Context: an optimization exercise on an open-source flow, tuned for small area, a short achievable clock period and few clock cycles. The choices shown serve that exercise and are no tape-out recipe. In this exercise RTL edits were held to simulation tests only and were not proved equivalent to the original.

## v50
// yuyv_to_rgb_red_mask_core
module yuyv_to_rgb_red_mask_core (
	input  logic       clk,
	input  logic       arst_n,
	input  logic       pix_in_valid,
	output logic       pix_in_ready,
	input  logic [7:0] pix_in_luma0,
	input  logic [7:0] pix_in_chroma_u,
	input  logic [7:0] pix_in_luma1,
	input  logic [7:0] pix_in_chroma_v,
	input  logic [9:0] pix_in_column,
	input  logic [8:0] pix_in_row,
	output logic       pix_out_valid,
	input  logic       pix_out_ready,
	output logic [7:0] pix_out_red0,
	output logic [7:0] pix_out_green0,
	output logic [7:0] pix_out_blue0,
	output logic [7:0] pix_out_red1,
	output logic [7:0] pix_out_green1,
	output logic [7:0] pix_out_blue1
);
	localparam int AW = yrm_pkg::AW;
	logic          v_b, v_c, v_d, ld_b, ld_c, ld_d;
	logic [2:0]    rcol, rrow;
	logic [AW-1:0] kr, kg, kb, py0, py1;
	logic [AW-1:0] kr_b, kg_b, kb_b, py0_b, py1_b;
	logic          sel, sel0_b, sel1_b, sel0_c, sel1_c;
	logic          m0_b, m1_b, m0_c, m1_c;
	yrm_pkg::rgb_t rgb0, rgb1, out0, out1, out0_d, out1_d;
	logic [7:0]    r0_c, hi0_c, lo0_c, r1_c, hi1_c, lo1_c;
	assign ld_d = !v_d || pix_out_ready;
	assign ld_c = !v_c || ld_d;
	assign ld_b = !v_b || ld_c;
	assign pix_in_ready  = !v_b || !v_c || !v_d || pix_out_ready;
	assign pix_out_valid = v_d;
	always_ff @(posedge clk or negedge arst_n) begin
		if (!arst_n) begin
			v_b <= 1'b0;
  ...
For scale: about 190 flip-flops, roughly 18000 sq um of cells after synthesis.
Settings: LEC_CHECK=0, CAP_MARGIN=20, CORE_MARGIN=2, CORE_UTILIZATION=40, PLACE_DENSITY=0.6, SETUP_SLACK_MARGIN=3.5, SLEW_MARGIN=20; clock period 6.5 ns.
run.sh (not shown) runs the stock make flow with config.mk's settings and CLKGATE_MAP_FILE= SYNTH_SCRIPT=/design/flow/synth_recipe.tcl, a recipe that flattens the netlist after the stock synthesis.
Testbench counts of v50, summed over its fixed seeds: cycles 16,024.
For v25, these inputs were changed with respect to v50:
Settings: SETUP_SLACK_MARGIN changed from 3.5 to 2.2.
--- outcome ---
v25 finished every step from synthesis to the final layout, and the layout passed the timing, DRC and antenna checks.
Cmp v25 vs v50: final critical delay including setup and external delays higher in v25
Comparing wire length of the first global-routing pass for v25 and v50, the smaller number came from v25.
v50 → v25: clock network area share saw an increase.
v50 → v25: largest incremental delay on the critical path lower; setup slack lower.
Here is what was changed in the inputs of v48 compared with v25.
Settings: changing SETUP_SLACK_MARGIN from 2.2 to 1.6.
Findings:
- Taking v25 as the reference, in v48 wire length per cell after detailed routing climbed about 1.6%; insertion delay to the later sink of the worst-skew pair climbed 20 ps; post-layout instance count excluding filler cells dropped 0.76%; area of the multi-input gates dropped 400 sq um.
- v48 against v25: fraction of layout instances using a drive strength above 1 lower.
- As far as distinct cell type count of the synthesized netlist goes, v25 and v48 are indistinguishable; the numbers are identical.
- The standard cells in v48 occupy less silicon area than those in v25 do.
- primary input to flip-flop as the type of the setup path with the least slack was reported by v48, and flip-flop to flip-flop by v25.
- | first-pass GRT wire length | higher: v25 |
- Length of routed wiring on met1, v48 and v25: smaller value in v48
Relative to v48, the following input files were edited for v2:
Settings: a change of SETUP_SLACK_MARGIN from 1.6 to 2.8.
Comparing sequential share of layout area for v2 and v48, the bigger number came from v48.
Core util | v2 vs v48 | v2 higher
Number of filler instances in the final layout: v2 and v48 compared, higher one is v48
A slowest cell on the critical path of sky130_fd_sc_hd__fa_1 is what v48 shows, while sky130_fd_sc_hd__fa_2 belongs to v2.
Of v2 and v48, the lower post-detailed-routing wire length belongs to v48.
v48 → v2: count of placed standard cells including taps about even.

* * *

Another version of the RTL of yuyv_to_rgb_red_mask_core (not shown whole).
Size in the first run: about 1,800 cells after synthesis, roughly 110 I/O pins.
make LEC_CHECK=0 CAP_MARGIN=20 CORE_MARGIN=2 CORE_UTILIZATION=40 CTS_BUF_LIST=sky130_fd_sc_hd__clkbuf_8 CTS_CLUSTER_DIAMETER=50 CTS_CLUSTER_SIZE=20 PLACE_DENSITY=0.6 SETUP_SLACK_MARGIN=3.5 SLEW_MARGIN=20 finish   # period 6.5 ns
Testbench counts at the start, summed over its fixed seeds: cycles 16,024.
Then changed:
Settings changed: CTS_CLUSTER_DIAMETER 50 to 60, CTS_CLUSTER_SIZE 20 to 24, SETUP_SLACK_MARGIN 3.5 to 2.8.
=> The new run passed the timing, DRC and antenna checks; worst setup slack is worse by 0.13 ns; wire length goes down by 11%; register-to-register slack is worse by 0.07 ns; flip-flop and latch count is unchanged; clock-buffer cell count goes down by 6.
Then changed:
Settings changed: CTS_CLUSTER_DIAMETER 60 to 50, CTS_CLUSTER_SIZE 24 to 20, SETUP_SLACK_MARGIN 2.8 to 3.2.
The new run completed without violations.
Routed wire length increases by about 5%.
Non-clock buffer count increases by 65.
Setup slack improved by 0.15 ns.
Utilization increases by 3.0 points.
Then changed:
Settings changed: SETUP_SLACK_MARGIN 3.2 to 2.6.
The changed run completed without violations.
Setup slack degrades by 0.23 ns.
Wire length drops by about 5%.
Design area drops by 6.6%.
Via count drops by about 4%.
Then changed:
Settings changed: SETUP_SLACK_MARGIN 2.6 to 3.0.
Non-clock buffer count grows by 66.
Hold slack is about the same.
Synthesized cell count does not change.
Die area is unchanged.
Maximum frequency grows by 6.0%.
Design area grows by 4.0%.
Core utilization grows by 1.9 points.
Sequential cell count does not change.
Wire length grows by 1.1%.

* * *

== JK ==
yuyv_to_rgb_red_mask_core, a different RTL version from the one above (not shown whole).
Size: ~1700 cells after synthesis, about 200 flip-flops, ~110 I/O pins, roughly 18000 um2 of cells after synthesis.
## yuyv_to_rgb_red_mask_core
module yuyv_to_rgb_red_mask_core (
	input  logic       clk,
	input  logic       arst_n,
	input  logic       pix_in_valid,
	output logic       pix_in_ready,
	input  logic [7:0] pix_in_luma0,
	input  logic [7:0] pix_in_chroma_u,
	input  logic [7:0] pix_in_luma1,
	input  logic [7:0] pix_in_chroma_v,
	input  logic [9:0] pix_in_column,
	input  logic [8:0] pix_in_row,
	output logic       pix_out_valid,
	input  logic       pix_out_ready,
	output logic [7:0] pix_out_red0,
	output logic [7:0] pix_out_green0,
	output logic [7:0] pix_out_blue0,
	output logic [7:0] pix_out_red1,
	output logic [7:0] pix_out_green1,
	output logic [7:0] pix_out_blue1
);
export LEC_CHECK = 0
export CAP_MARGIN = 20
export CORE_MARGIN = 2
export CORE_UTILIZATION = 60
export PLACE_DENSITY = 0.72
export SETUP_SLACK_MARGIN = 2.8
export SLEW_MARGIN = 20
create_clock -name core_clock -period 6.5 [get_ports {clk}]
Testbench counts of JK, summed over its fixed seeds: cycles 16,024.
For MS, these inputs were changed with respect to JK:
- a change of PLACE_DENSITY from 0.72 to 0.6
- a change of CORE_UTILIZATION from 60 to 40
==> comparison <==
Timing, DRC, antenna: 0 failures across MS and JK
Final wirelength on MS is behind JK.
Re share of async-settable or async-resettable flops after synthesis: no difference whatsoever between JK and MS.
MS ends up with a design area that is 380 um2 higher than in JK.
Higher setup slack was reported by MS, not JK.
Global-route usage | MS below JK
Proportion of layout cells with a drive suffix above 1 in MS vs JK: up 0.48 points
For horizontal die dimension, dividing the value from JK by the value from MS gives 0.820.
MS vs. JK: count of buffers not belonging to the clock network in the layout went down by 8.
The total of fill cells in the finished design in MS is 1.8 times that in JK.
### MS -> AL
- putting CTS_CLUSTER_DIAMETER at 60 where nothing was set
- putting CTS_CLUSTER_SIZE at 24 where nothing was set
- putting CTS_BUF_LIST at sky130_fd_sc_hd__clkbuf_8 where nothing was set
### Flow results
- Number of cells on the worst reg-to-reg path, MS and AL: smaller value in MS
- AL vs MS, shortest period the worst path allows went up by 0.024 ns.
- Compared with MS, AL supports a lower clock frequency.
- Of MS and AL, AL shows the higher arrival time of data at the critical path endpoint, with MS below it.
- Post-route cell area for AL is lower than for MS.
- Relative to MS, the met3 wirelength from detailed routing measured on AL has decreased by more than 10%.
- Status: via count parity (MS, AL)
- [AL vs MS] final clock period utilization by the worst path: higher in AL
- From MS to AL, clock buffer count from CTS did not move at all.
- [compare] base=MS new=AL: critical path's largest stage delay essentially unchanged; filler cell count went up.
The following lists how TR was set up differently from AL:
- CTS_CLUSTER_DIAMETER: 60 -> unset
- CTS_BUF_LIST: sky130_fd_sc_hd__clkbuf_8 -> unset
- CTS_CLUSTER_SIZE: 24 -> unset
- ABC_AREA: unset -> 1
[summary]
- Sort TR and AL by via density per instance asc -> top: TR
- Comparing TR and AL, the lower global-route usage was measured on AL.
- Summary: with AL as the reference, first-pass GRT wire length in TR moved up by more than 10%.
- Fmax up 0.0083 GHz in TR wrt AL
- Delta (TR minus AL): detailed-routing iteration count for the pre-antenna-repair pass essentially unchanged.

* * *

## nickel
Starting RTL as in the previous note.
export LEC_CHECK = 0
export CAP_MARGIN = 20
export CORE_MARGIN = 2
export CORE_UTILIZATION = 40
export PLACE_DENSITY = 0.6
export SETUP_SLACK_MARGIN = 2.8
export SLEW_MARGIN = 20
export TNS_END_PERCENT = 5
create_clock -name core_clock -period 6.5 [get_ports {clk}]
nickel has completed all stages; timing, DRC and antenna checks passed.
Testbench counts of nickel, summed over its fixed seeds: cycles 16,024.
The following lists how yarrow was set up differently from nickel:
# nickel
export LEC_CHECK = 0
export CAP_MARGIN = 20
export CORE_MARGIN = 2
export CORE_UTILIZATION = 40
export PLACE_DENSITY = 0.6
export SETUP_SLACK_MARGIN = 2.8
export SLEW_MARGIN = 20
export TNS_END_PERCENT = 5
create_clock -name core_clock -period 6.5 [get_ports {clk}]
# yarrow
export LEC_CHECK = 0
export CAP_MARGIN = 20
export CORE_MARGIN = 2
export CORE_UTILIZATION = 40
export PLACE_DENSITY = 0.6
export SETUP_SLACK_MARGIN = 2.2
export SLEW_MARGIN = 20
create_clock -name core_clock -period 6.5 [get_ports {clk}]
## What came out
Comparing nickel with yarrow, the slew at the pin with the worst max-slew slack came out essentially unchanged.
Summary: with nickel as the reference, count of plain and timing-repair buffers in the layout in yarrow moved down by more than 10%.
Going from nickel to yarrow, post-layout net count has decreased; timing-limited maximum frequency has decreased; met3 routed wirelength has decreased.

[port drivers added, routing unchanged]
Ports are ideal in the flow. The routed layouts listed here were re-timed in OpenROAD.
Step 1 (the two cells are an assumption about what drives the block):
set clk [get_ports {clk}]
set_driving_cell -lib_cell sky130_fd_sc_hd__clkbuf_16 $clk
set_driving_cell -lib_cell sky130_fd_sc_hd__buf_2 [delete_from_list [all_inputs] $clk]
Step 2 times the ports against the registers' clock, not the clock port: input delays grow and output delays shrink by t, the midpoint of the rising clock arrivals with the driver on.
Three values: no drivers, after step 1, after step 2; two values: the first two.
run | t (ns) | setup slack, ns | hold slack, ns | clock arrival spread, ns | worst data-port slew with drivers (ns)
v50 | 0.500 | 1.915 / 1.915 / 1.619 | 0.425 / 0.425 / 0.425 | 0.014 / 0.015 | 0.08
v25 | 0.508 | 1.882 / 1.882 / 1.594 | 0.422 / 0.422 / 0.422 | 0.013 / 0.013 | 0.08
v48 | 0.520 | 1.616 / 1.649 / 1.128 | 0.428 / 0.428 / 0.428 | 0.022 / 0.021 | 0.04
v2 | 0.502 | 1.891 / 1.891 / 1.598 | 0.420 / 0.420 / 0.420 | 0.015 / 0.015 | 0.07
the first run of note 2 | 0.641 | 2.908 / 2.908 / 2.508 | 0.419 / 0.419 / 0.419 | 0.023 / 0.023 | 0.06
the second run of note 2 | 0.618 | 2.780 / 2.811 / 2.193 | 0.429 / 0.429 / 0.429 | 0.028 / 0.028 | 0.04
the third run of note 2 | 0.615 | 2.934 / 2.934 / 2.457 | 0.425 / 0.425 / 0.425 | 0.023 / 0.023 | 0.07
the fourth run of note 2 | 0.639 | 2.704 / 2.670 / 2.135 | 0.425 / 0.425 / 0.425 | 0.033 / 0.033 | 0.04
the fifth run of note 2 | 0.629 | 2.920 / 2.920 / 2.400 | 0.424 / 0.424 / 0.424 | 0.022 / 0.022 | 0.06
JK | 0.562 | 2.540 / 2.540 / 2.343 | 0.421 / 0.421 / 0.421 | 0.009 / 0.009 | 0.06
MS | 0.593 | 2.626 / 2.626 / 2.311 | 0.413 / 0.413 / 0.413 | 0.015 / 0.015 | 0.06
AL | 0.642 | 2.603 / 2.603 / 2.287 | 0.428 / 0.428 / 0.428 | 0.028 / 0.028 | 0.06
TR | 0.580 | 2.725 / 2.725 / 2.454 | 0.421 / 0.421 / 0.421 | 0.018 / 0.018 | 0.04
nickel | 0.591 | 2.559 / 2.559 / 2.178 | 0.418 / 0.418 / 0.418 | 0.026 / 0.026 | 0.05
yarrow | 0.589 | 2.379 / 2.379 / 1.831 | 0.418 / 0.418 / 0.418 | 0.025 / 0.025 | 0.04
After both steps every run listed still meets setup and hold. For the second run of note 2, which loses most, drivers alone change the setup slack by +0.031 ns; drivers and shift together by -0.587 ns.
